This is an optimization exercise on Yosys and OpenROAD, whose aim is small area and a short achievable clock period, not a production implementation.
At most, simulation tests tie the RTL to the original design; equivalence was not proved.
Power and IR drop assume default switching activity.

==> module tawas, before the edit <==
module tawas
(
  input  logic                      clk,
  input  logic                      reset,
  output logic [24-1:0]    iaddr,
  input  logic [31:0]               idata,
  output logic [31:0]               daddr,
  output logic                      dcs,
  output logic                      dwr,
  output logic [31:0]               dout,
  input  logic [31:0]               din,
  output logic [4-1:0] halted
);
  localparam int PW = 24;
  logic [1:0] slice;
  logic [1:0] dec_slice;
  logic       dec_vld;
  logic [255:0] bank0, bank1, bank2, bank3;
  logic [2:0]   clr;                         
  logic         z0, z1, z2, z3;
  logic [PW-1:0] pc0, pc1, pc2, pc3;
  logic [3:0]  op;
  logic [2:0]  rd, ra, rb;
  logic [15:0] imm;
  assign op  = idata[31:28];
  assign rd  = idata[27:25];
  assign ra  = idata[24:22];
  assign rb  = idata[21:19];
  assign imm = idata[15:0];
  logic [31:0] ra_data, rb_data;
  logic [7:0] ra_oh, rb_oh;
  tawas_rdsel rdsel_a (.sel(ra), .onehot(ra_oh));
  tawas_rdsel rdsel_b (.sel(rb), .onehot(rb_oh));
  tawas_rdmux rdmux_a (.bank(bank0), .onehot(ra_oh), .q(ra_data));
  tawas_rdmux rdmux_b (.bank(bank0), .onehot(rb_oh), .q(rb_data));
  logic [15:0] d_lo, d_hi0, d_hi1;
  logic        d_c16;
  tawas_agen agen (.a(ra_data), .imm(imm), .lo(d_lo), .c16(d_c16), .hi0(d_hi0), .hi1(d_hi1));
  logic [PW-1:0] d_pc_next;
  always_comb begin
    if (d_taken)
      d_pc_next = pc1 + {{(PW-16){imm[15]}}, imm};
    else if (dec_vld && !d_halt)
      d_pc_next = pc1 + PW'(1);
    else
      d_pc_next = pc1;
  end
  logic d_ldi, d_add, d_sub, d_and, d_or, d_xor, d_shl, d_ld, d_st, d_halt, d_taken;
  assign d_ldi  = dec_vld && (op == 4'd1);
  assign d_add  = dec_vld && (op == 4'd2);
  assign d_sub  = dec_vld && (op == 4'd3);
  assign d_and  = dec_vld && (op == 4'd4);
  assign d_or   = dec_vld && (op == 4'd5);
  assign d_xor  = dec_vld && (op == 4'd6);
  assign d_shl  = dec_vld && (op == 4'd7);
  assign d_ld   = dec_vld && (op == 4'd8);
  assign d_st   = dec_vld && (op == 4'd9);
  assign d_halt = dec_vld && (op == 4'd12);
  assign d_taken = dec_vld && (((op == 4'd10) && z0) || ((op == 4'd11) && !z0));
  logic        e_wr, e_setz, e_arith, e_sub, e_shl, e_ld, e_st;
  logic [3:0]  e_lut;
  logic [2:0]  e_rd;
  logic [31:0] e_a, e_b;    
  logic [15:0] e_dlo, e_dhi0, e_dhi1;
  logic        e_dc16;
  always_ff @(posedge clk) begin
    if (reset) begin
      slice     <= 2'd0;
      dec_slice <= 2'd0;
      dec_vld   <= 1'b0;
      halted    <= '0;
      e_wr      <= 1'b0;
      e_setz    <= 1'b0;
      e_ld      <= 1'b0;
      e_st      <= 1'b0;
    end else begin
      slice     <= slice + 2'd1;
      dec_slice <= slice;
      dec_vld   <= !halted[slice];
      if (d_halt) halted[dec_slice] <= 1'b1;
      e_wr      <= d_ldi || d_add || d_sub || d_and || d_or || d_xor || d_shl;
      e_setz    <= d_add || d_sub || d_and || d_or || d_xor || d_shl;
      e_ld      <= d_ld;
      e_st      <= d_st;
    end
  end
  always_ff @(posedge clk) begin
    e_sub   <= (op == 4'd3);
    e_arith <= (op == 4'd2) || (op == 4'd3);
    e_shl   <= (op == 4'd7);
    case (op)
      4'd1:    e_lut <= 4'b1010;    
      4'd4:    e_lut <= 4'b1000;    
      4'd5:    e_lut <= 4'b1110;    
      4'd6:    e_lut <= 4'b0110;    
      default: e_lut <= 4'b0000;
    endcase
    e_rd   <= rd;
    e_a    <= ra_data;
    e_b    <= (op == 4'd1) ? {{16{imm[15]}}, imm} : (rb_data ^ {32{op == 4'd3}});
    e_dlo  <= d_lo;
    e_dc16 <= d_c16;
    e_dhi0 <= d_hi0;
    e_dhi1 <= d_hi1;
  end
  assign dcs   = e_ld || e_st;
  assign dwr   = e_st;
  assign daddr = {e_dc16 ? e_dhi1 : e_dhi0, e_dlo};
  assign dout  = e_b;
  logic [31:0] result;
  tawas_alu alu (
    .a(e_a), .b(e_b), .sub(e_sub), .arith(e_arith), .op_shl(e_shl), .lut(e_lut),
    .result(result)
  );
  logic        w_we, w_ld, w_z;
  logic [2:0]  w_rd;
  logic [31:0] w_res;
  always_ff @(posedge clk) begin
    if (reset) begin
      w_we <= 1'b0;
      w_ld <= 1'b0;
      w_z  <= 1'b0;
    end else begin
      w_we <= e_wr || e_ld;
      w_ld <= e_ld;
      w_z  <= e_setz;
    end
  end
  always_ff @(posedge clk) begin
    w_rd   <= e_rd;
    w_res  <= result;
  end
  logic [31:0] wdata;
  assign wdata = w_ld ? din : w_res;
  logic clearing;
  assign clearing = reset || clr[0];
  always_ff @(posedge clk) begin
    bank0 <= bank3;
    bank1 <= bank0;
    bank2 <= bank1;
    for (int r = 0; r < 8; r++) begin
      if (w_we && !reset && (w_rd == 3'(r)))
        bank3[r*32 +: 32] <= wdata;
      else
        bank3[r*32 +: 32] <= bank2[r*32 +: 32] & {32{!clearing}};
    end
  end
  always_ff @(posedge clk) begin
    if (reset) begin
      clr  <= 3'b111;
      z0   <= 1'b0;
      z1   <= 1'b0;
      z2   <= 1'b0;
      z3   <= 1'b0;
    end else begin
      clr  <= {1'b0, clr[2:1]};
      z0 <= z3;
      z1 <= z0;
      z2 <= z1;
      z3 <= w_z ? (w_res == 32'd0) : z2;
    end
  end
  always_ff @(posedge clk) begin
    if (reset) begin
      pc0 <= PW'(0);
      pc1 <= PW'(3 * 64);
      pc2 <= PW'(2 * 64);
      pc3 <= PW'(1 * 64);
    end else begin
      pc0 <= pc3;
      pc1 <= pc0;
      pc2 <= d_pc_next;
      pc3 <= pc2;
    end
  end
  assign iaddr = pc0;
endmodule
==> flow/config.mk <==
export PLATFORM = sky130hd
export DESIGN_NAME = tawas
export DESIGN_NICKNAME = tawas
export VERILOG_FILES = /design/flow/design.v
export SDC_FILE = /design/flow/constraint.sdc
export NUM_CORES = 4
export LEC_CHECK = 0
export CAP_MARGIN = 20
export CORE_MARGIN = 2
export CORE_UTILIZATION = 40
export SLEW_MARGIN = 20
export SYNTH_HIERARCHICAL = 1
export SYNTH_MINIMUM_KEEP_SIZE = 0
==> flow/constraint.sdc <==
create_clock -name core_clock -period 10.0 [get_ports {clk}]
set_input_delay 2.0000 -clock core_clock [delete_from_list [all_inputs] [get_ports {clk}]]
set_output_delay 2.0000 -clock core_clock [all_outputs]
set_load 0.01 [all_outputs]
standard.sh (not shown) runs the stock make flow with config.mk's settings and CLKGATE_MAP_FILE= SYNTH_SCRIPT=/design/flow/synth_recipe.tcl, a recipe that flattens the netlist after the stock synthesis.
==> flow/flow/run.sh <==
#!/bin/bash
set -euo pipefail
export BUFFER_PORTS_ARGS="-buffer_cell sky130_fd_sc_hd__buf_2"
export SETUP_SLACK_MARGIN=6.3
export CTS_ARGS="-sink_clustering_enable -repair_clock_nets -dont_use_dummy_load -sink_clustering_size 30 -sink_clustering_max_diameter 60"
bash standard.sh > standard_flow.log 2>&1
==> next run, changes <==
--- a/flow/design.v
+++ b/flow/design.v
@@ -185,5 +185,7 @@
   logic [15:0] d_lo, d_hi0, d_hi1;
   logic        d_c16;
-  tawas_agen agen (.a(ra_data), .imm(imm), .lo(d_lo), .c16(d_c16), .hi0(d_hi0), .hi1(d_hi1));
+  logic [15:0] d_aimm;
+  assign d_aimm = imm & {16{(op == 4'd8) || (op == 4'd9)}};
+  tawas_agen agen (.a(ra_data), .imm(d_aimm), .lo(d_lo), .c16(d_c16), .hi0(d_hi0), .hi1(d_hi1));
   logic [PW-1:0] d_pc_next;
   always_comb begin
@@ -210,5 +212,5 @@
   logic [3:0]  e_lut;
   logic [2:0]  e_rd;
-  logic [31:0] e_a, e_b;    
+  logic [31:0] e_b;         
   logic [15:0] e_dlo, e_dhi0, e_dhi1;
   logic        e_dc16;
@@ -246,5 +248,4 @@
     endcase
     e_rd   <= rd;
-    e_a    <= ra_data;
     e_b    <= (op == 4'd1) ? {{16{imm[15]}}, imm} : (rb_data ^ {32{op == 4'd3}});
     e_dlo  <= d_lo;
@@ -259,5 +260,5 @@
   logic [31:0] result;
   tawas_alu alu (
-    .a(e_a), .b(e_b), .sub(e_sub), .arith(e_arith), .op_shl(e_shl), .lut(e_lut),
+    .a({e_dhi0, e_dlo}), .b(e_b), .sub(e_sub), .arith(e_arith), .op_shl(e_shl), .lut(e_lut),
     .result(result)
   );
Effect: Sequential power fell slightly; total power goes up slightly; synthesized cell count went down slightly; die area drops slightly; synthesized area decreases slightly; sequential share of layout area increases by 0.63 points; clock skew climbs by 24 ps; clock-buffer cell count came out higher by 11; cell area falls by a few percent.
The RTL of the first run of this note was laid out without a check of its function.

* * *

run E:
The RTL this note starts from:
==> flow/design.v <==
package tawas_isa_pkg;
  typedef enum logic [3:0] {
    op_nop  = 4'd0,
    op_ldi  = 4'd1,
    op_add  = 4'd2,
    op_sub  = 4'd3,
    op_and  = 4'd4,
    op_or   = 4'd5,
    op_xor  = 4'd6,
    op_shl  = 4'd7,
    op_ld   = 4'd8,
    op_st   = 4'd9,
    op_bz   = 4'd10,
    op_bnz  = 4'd11,
    op_halt = 4'd12
  } tawas_op_e;
  typedef logic [2:0] reg_sel_t;
  typedef logic [15:0] imm_t;
  typedef struct packed {
    tawas_op_e  op;
    reg_sel_t   rd;
    reg_sel_t   ra;
    reg_sel_t   rb;
    logic [2:0] rsvd;
    imm_t       imm;
  } tawas_instr_t;
endpackage
package tawas_pipe_pkg;
  typedef logic [1:0] slice_t;
  typedef enum logic {
    ls_load  = 1'b0,
    ls_store = 1'b1
  } ls_kind_e;
endpackage
module tawas_rdsel
(
  input  logic [2:0] sel,
  output logic [7:0] onehot
);
  assign onehot = 8'd1 << sel;
endmodule
module tawas_rdmux
(
  input  logic [255:0] bank,
  input  logic [7:0]   onehot,
  output logic [31:0]  q
);
  always_comb begin
    q = '0;
    for (int k = 0; k < 8; k++) begin
      q = q | (bank[k*32 +: 32] & {32{onehot[k]}});
    end
  end
endmodule
module tawas_wrsel
(
  input  logic       we,
  input  logic [2:0] rd,
  input  logic       reset,
  input  logic       clearing,
  output logic [7:0] take,
  output logic [7:0] keep
);
  always_comb begin
    for (int r = 0; r < 8; r++) begin
      take[r] = we && !reset && (rd == 3'(r));
      keep[r] = !take[r] && !clearing;
    end
  end
endmodule
module tawas_alu
(
  input  logic [31:0] a,
  input  logic [31:0] b,
  input  logic        sub,
  input  logic        arith,
  input  logic        op_and,
  input  logic        op_or,
  input  logic        op_xor,
  input  logic        op_shl,
  input  logic        op_ldi,
  output logic [31:0] result
);
  logic [32:0] sum;
  assign sum = {a, 1'b1} + {b, sub};
  always_comb begin
    result = '0;
    if (arith)  result = result | sum[32:1];
    if (op_and) result = result | (a & b);
    if (op_or)  result = result | (a | b);
    if (op_xor) result = result | (a ^ b);
    if (op_shl) result = result | (a << b[4:0]);
    if (op_ldi) result = result | b;
  end
endmodule
module tawas_agen
(
  input  logic [31:0] a,
  input  logic [15:0] imm,
  output logic [15:0] lo,
  output logic        use_hx,
  output logic [15:0] hx
);
  logic        c16;
  logic [15:0] a_hi;
  assign {c16, lo} = {1'b0, a[15:0]} + {1'b0, imm};
  assign use_hx    = c16 ^ imm[15];
  assign a_hi      = a[31:16];
  assign hx        = imm[15] ? a_hi - 16'd1 : a_hi + 16'd1;
endmodule
module tawas
(
  input  logic                      clk,
  input  logic                      reset,
  output logic [24-1:0]    iaddr,
  input  logic [31:0]               idata,
  output logic [31:0]               daddr,
  output logic                      dcs,
  output logic                      dwr,
  output logic [31:0]               dout,
  input  logic [31:0]               din,
  output logic [4-1:0] halted
);
  localparam int PW = 24;
  logic [1:0] slice;
  logic [1:0] dec_slice;
  logic       dec_vld;
  logic [255:0] bank0, bank1, bank2, bank3;
  logic [2:0]   clr;                         
  logic         z0, z1, z2, z3;
  logic [PW-1:0] pc0, pc1, pc2, pc3;
  logic [3:0]  op;
  logic [2:0]  rd, ra, rb;
  logic [15:0] imm;
  assign op  = idata[31:28];
  assign rd  = idata[27:25];
  assign ra  = idata[24:22];
  assign rb  = idata[21:19];
  assign imm = idata[15:0];
  logic [31:0] ra_data, rb_data;
  logic [7:0] ra_oh, rb_oh;
  tawas_rdsel rdsel_a (.sel(ra), .onehot(ra_oh));
  tawas_rdsel rdsel_b (.sel(rb), .onehot(rb_oh));
  tawas_rdmux rdmux_a (.bank(bank0), .onehot(ra_oh), .q(ra_data));
  tawas_rdmux rdmux_b (.bank(bank0), .onehot(rb_oh), .q(rb_data));
  logic [15:0] d_lo, d_hx;
  logic        d_use_hx;
  tawas_agen agen (.a(ra_data), .imm(imm), .lo(d_lo), .use_hx(d_use_hx), .hx(d_hx));
  logic [PW-1:0] d_pc_next;
  always_comb begin
    if (d_taken)
      d_pc_next = pc1 + {{(PW-16){imm[15]}}, imm};
    else if (dec_vld && !d_halt)
      d_pc_next = pc1 + PW'(1);
    else
      d_pc_next = pc1;
  end
  logic d_ldi, d_add, d_sub, d_and, d_or, d_xor, d_shl, d_ld, d_st, d_halt, d_taken;
  assign d_ldi  = dec_vld && (op == 4'd1);
  assign d_add  = dec_vld && (op == 4'd2);
  assign d_sub  = dec_vld && (op == 4'd3);
  assign d_and  = dec_vld && (op == 4'd4);
  assign d_or   = dec_vld && (op == 4'd5);
  assign d_xor  = dec_vld && (op == 4'd6);
  assign d_shl  = dec_vld && (op == 4'd7);
  assign d_ld   = dec_vld && (op == 4'd8);
  assign d_st   = dec_vld && (op == 4'd9);
  assign d_halt = dec_vld && (op == 4'd12);
  assign d_taken = dec_vld && (((op == 4'd10) && z0) || ((op == 4'd11) && !z0));
  logic        e_ldi, e_arith, e_sub, e_and, e_or, e_xor, e_shl, e_ld, e_st;
  logic [2:0]  e_rd;
  logic [31:0] e_a, e_b;    
  logic [15:0] e_dlo, e_dhx;
  logic        e_duse_hx;
  always_ff @(posedge clk) begin
    if (reset) begin
      slice     <= 2'd0;
      dec_slice <= 2'd0;
      dec_vld   <= 1'b0;
      halted    <= '0;
      e_ldi     <= 1'b0;
      e_arith   <= 1'b0;
      e_and     <= 1'b0;
      e_or      <= 1'b0;
      e_xor     <= 1'b0;
      e_shl     <= 1'b0;
      e_ld      <= 1'b0;
      e_st      <= 1'b0;
    end else begin
      slice     <= slice + 2'd1;
      dec_slice <= slice;
      dec_vld   <= !halted[slice];
      if (d_halt) halted[dec_slice] <= 1'b1;
      e_ldi     <= d_ldi;
      e_arith   <= d_add || d_sub;
      e_and     <= d_and;
      e_or      <= d_or;
      e_xor     <= d_xor;
      e_shl     <= d_shl;
      e_ld      <= d_ld;
      e_st      <= d_st;
    end
  end
  always_ff @(posedge clk) begin
    e_sub  <= (op == 4'd3);
    e_rd   <= rd;
    e_a    <= ra_data;
    e_b    <= (op == 4'd1) ? {{16{imm[15]}}, imm} : (rb_data ^ {32{op == 4'd3}});
    e_dlo  <= d_lo;
    e_duse_hx <= d_use_hx;
    e_dhx  <= d_hx;
  end
  assign dcs   = e_ld || e_st;
  assign dwr   = e_st;
  assign daddr = {e_duse_hx ? e_dhx : e_a[31:16], e_dlo};
  assign dout  = e_b;
  logic [31:0] result;
  tawas_alu alu (
    .a(e_a), .b(e_b), .sub(e_sub), .arith(e_arith), .op_and(e_and), .op_or(e_or),
    .op_xor(e_xor), .op_shl(e_shl), .op_ldi(e_ldi), .result(result)
  );
  logic        w_we, w_ld, w_z;
  logic [2:0]  w_rd;
  logic [31:0] w_res;
  always_ff @(posedge clk) begin
    if (reset) begin
      w_we <= 1'b0;
      w_ld <= 1'b0;
      w_z  <= 1'b0;
    end else begin
      w_we <= e_ldi || e_arith || e_and || e_or || e_xor || e_shl || e_ld;
      w_ld <= e_ld;
      w_z  <= e_arith || e_and || e_or || e_xor || e_shl;
    end
  end
  always_ff @(posedge clk) begin
    w_rd   <= e_rd;
    w_res  <= result;
  end
  logic [31:0] wdata;
  assign wdata = w_ld ? din : w_res;
  logic clearing;
  assign clearing = reset || clr[0];
  logic [7:0] w_take, w_keep;
  tawas_wrsel wrsel (
    .we(w_we), .rd(w_rd), .reset(reset), .clearing(clearing), .take(w_take), .keep(w_keep)
  );
  always_ff @(posedge clk) begin
    bank0 <= bank3;
    bank1 <= bank0;
    bank2 <= bank1;
    for (int r = 0; r < 8; r++) begin
      bank3[r*32 +: 32] <= (wdata & {32{w_take[r]}}) | (bank2[r*32 +: 32] & {32{w_keep[r]}});
    end
  end
  always_ff @(posedge clk) begin
    if (reset) begin
      clr  <= 3'b111;
      z0   <= 1'b0;
      z1   <= 1'b0;
      z2   <= 1'b0;
      z3   <= 1'b0;
    end else begin
      clr  <= {1'b0, clr[2:1]};
      z0 <= z3;
      z1 <= z0;
      z2 <= z1;
      z3 <= w_z ? (w_res == 32'd0) : z2;
    end
  end
  always_ff @(posedge clk) begin
    if (reset) begin
      pc0 <= PW'(0);
      pc1 <= PW'(3 * 64);
      pc2 <= PW'(2 * 64);
      pc3 <= PW'(1 * 64);
    end else begin
      pc0 <= pc3;
      pc1 <= pc0;
      pc2 <= d_pc_next;
      pc3 <= pc2;
    end
  end
  assign iaddr = pc0;
endmodule
clock: 10.0 ns
lec_check: 0
cap_margin: 20
core_margin: 2
core_utilization: 40
slew_margin: 20
synth_hierarchical: 1
synth_minimum_keep_size: 0
Scripts as last shown in full above: flow/flow/run.sh
The following lists how run B was set up differently from run E:
--- a/flow/design.v
+++ b/flow/design.v
@@ -71,29 +71,26 @@
 module tawas_alu
 (
   input  logic [31:0] a,
   input  logic [31:0] b,
   input  logic        sub,
   input  logic        arith,
-  input  logic        op_and,
-  input  logic        op_or,
-  input  logic        op_xor,
   input  logic        op_shl,
-  input  logic        op_ldi,
+  input  logic [3:0]  lut,       
   output logic [31:0] result
 );
   logic [32:0] sum;
+  logic [31:0] bitwise;
   assign sum = {a, 1'b1} + {b, sub};
   always_comb begin
-    result = '0;
+    for (int i = 0; i < 32; i++) bitwise[i] = lut[{a[i], b[i]}];
+  end
+  always_comb begin
+    result = bitwise;
     if (arith)  result = result | sum[32:1];
-    if (op_and) result = result | (a & b);
-    if (op_or)  result = result | (a | b);
-    if (op_xor) result = result | (a ^ b);
     if (op_shl) result = result | (a << b[4:0]);
-    if (op_ldi) result = result | b;
   end
 endmodule
 module tawas_agen
 (
   input  logic [31:0] a,
   input  logic [15:0] imm,
@@ -164,48 +161,50 @@
   assign d_xor  = dec_vld && (op == 4'd6);
   assign d_shl  = dec_vld && (op == 4'd7);
   assign d_ld   = dec_vld && (op == 4'd8);
   assign d_st   = dec_vld && (op == 4'd9);
   assign d_halt = dec_vld && (op == 4'd12);
   assign d_taken = dec_vld && (((op == 4'd10) && z0) || ((op == 4'd11) && !z0));
-  logic        e_ldi, e_arith, e_sub, e_and, e_or, e_xor, e_shl, e_ld, e_st;
+  logic        e_wr, e_setz, e_arith, e_sub, e_shl, e_ld, e_st;
+  logic [3:0]  e_lut;
   logic [2:0]  e_rd;
   logic [31:0] e_a, e_b;    
   logic [15:0] e_dlo, e_dhx;
   logic        e_duse_hx;
   always_ff @(posedge clk) begin
     if (reset) begin
       slice     <= 2'd0;
       dec_slice <= 2'd0;
       dec_vld   <= 1'b0;
       halted    <= '0;
-      e_ldi     <= 1'b0;
-      e_arith   <= 1'b0;
-      e_and     <= 1'b0;
-      e_or      <= 1'b0;
-      e_xor     <= 1'b0;
-      e_shl     <= 1'b0;
+      e_wr      <= 1'b0;
+      e_setz    <= 1'b0;
       e_ld      <= 1'b0;
       e_st      <= 1'b0;
     end else begin
       slice     <= slice + 2'd1;
       dec_slice <= slice;
       dec_vld   <= !halted[slice];
       if (d_halt) halted[dec_slice] <= 1'b1;
-      e_ldi     <= d_ldi;
-      e_arith   <= d_add || d_sub;
-      e_and     <= d_and;
-      e_or      <= d_or;
-      e_xor     <= d_xor;
-      e_shl     <= d_shl;
+      e_wr      <= d_ldi || d_add || d_sub || d_and || d_or || d_xor || d_shl;
+      e_setz    <= d_add || d_sub || d_and || d_or || d_xor || d_shl;
       e_ld      <= d_ld;
       e_st      <= d_st;
     end
   end
   always_ff @(posedge clk) begin
-    e_sub  <= (op == 4'd3);
+    e_sub   <= (op == 4'd3);
+    e_arith <= (op == 4'd2) || (op == 4'd3);
+    e_shl   <= (op == 4'd7);
+    case (op)
+      4'd1:    e_lut <= 4'b1010;    
+      4'd4:    e_lut <= 4'b1000;    
+      4'd5:    e_lut <= 4'b1110;    
+      4'd6:    e_lut <= 4'b0110;    
+      default: e_lut <= 4'b0000;
+    endcase
     e_rd   <= rd;
     e_a    <= ra_data;
     e_b    <= (op == 4'd1) ? {{16{imm[15]}}, imm} : (rb_data ^ {32{op == 4'd3}});
     e_dlo  <= d_lo;
     e_duse_hx <= d_use_hx;
     e_dhx  <= d_hx;
@@ -213,27 +212,27 @@
   assign dcs   = e_ld || e_st;
   assign dwr   = e_st;
   assign daddr = {e_duse_hx ? e_dhx : e_a[31:16], e_dlo};
   assign dout  = e_b;
   logic [31:0] result;
   tawas_alu alu (
-    .a(e_a), .b(e_b), .sub(e_sub), .arith(e_arith), .op_and(e_and), .op_or(e_or),
-    .op_xor(e_xor), .op_shl(e_shl), .op_ldi(e_ldi), .result(result)
+    .a(e_a), .b(e_b), .sub(e_sub), .arith(e_arith), .op_shl(e_shl), .lut(e_lut),
+    .result(result)
   );
   logic        w_we, w_ld, w_z;
   logic [2:0]  w_rd;
   logic [31:0] w_res;
   always_ff @(posedge clk) begin
     if (reset) begin
       w_we <= 1'b0;
       w_ld <= 1'b0;
       w_z  <= 1'b0;
     end else begin
-      w_we <= e_ldi || e_arith || e_and || e_or || e_xor || e_shl || e_ld;
+      w_we <= e_wr || e_ld;
       w_ld <= e_ld;
-      w_z  <= e_arith || e_and || e_or || e_xor || e_shl;
+      w_z  <= e_setz;
     end
   end
   always_ff @(posedge clk) begin
     w_rd   <= e_rd;
     w_res  <= result;
   end
- Of run E and run B, run B shows the higher starting density of the core, with run E below it.
- Delta (run B minus run E): area of combinational cells with multiple inputs moved down, share of total power in the clock network moved down, final layout net count moved down, reported clock group power moved down, number of hold buffers added after CTS level.
- On overall routing resource usage: between run E and run B, it ends up higher for run E.
- There was hardly any difference in sequential cell count of the final layout between run E and run B.
- The core of run B is more densely filled than that of run E.
Function was not checked in any run of this note: the RTL went through the layout flow alone.

-- what the ideal ports hide --
The results above use ideal ports. As a check the final layouts listed here were re-extracted and re-timed, cells and wires unchanged.
Step 1: set_driving_cell puts a clkbuf_16 on clk and a buf_2 on each other input, an assumption about the parent block.
Step 2 moves the port delays by t, midway between the first and last clock arrival at a register: inputs arrive t later, outputs are due t later. That takes back most of the time a late clock gives input paths.
Three values: ideal ports, drivers, drivers and shift; two values: the first two.
run	t, ns	setup WS [ns]	worst setup path at the end
the first run of note 1	0.719	6.110 / 6.089 / 5.370	input to register
the second run of note 1	0.702	6.027 / 6.050 / 5.348	input to register
run E	0.717	5.939 / 5.941 / 5.225	input to register
run B	0.715	5.887 / 5.905 / 5.191	input to register
After both steps every run listed still meets setup and hold. The setup slack of the first run of note 1, which loses most, moves by -0.021 ns with the drivers and by -0.740 ns with both steps.
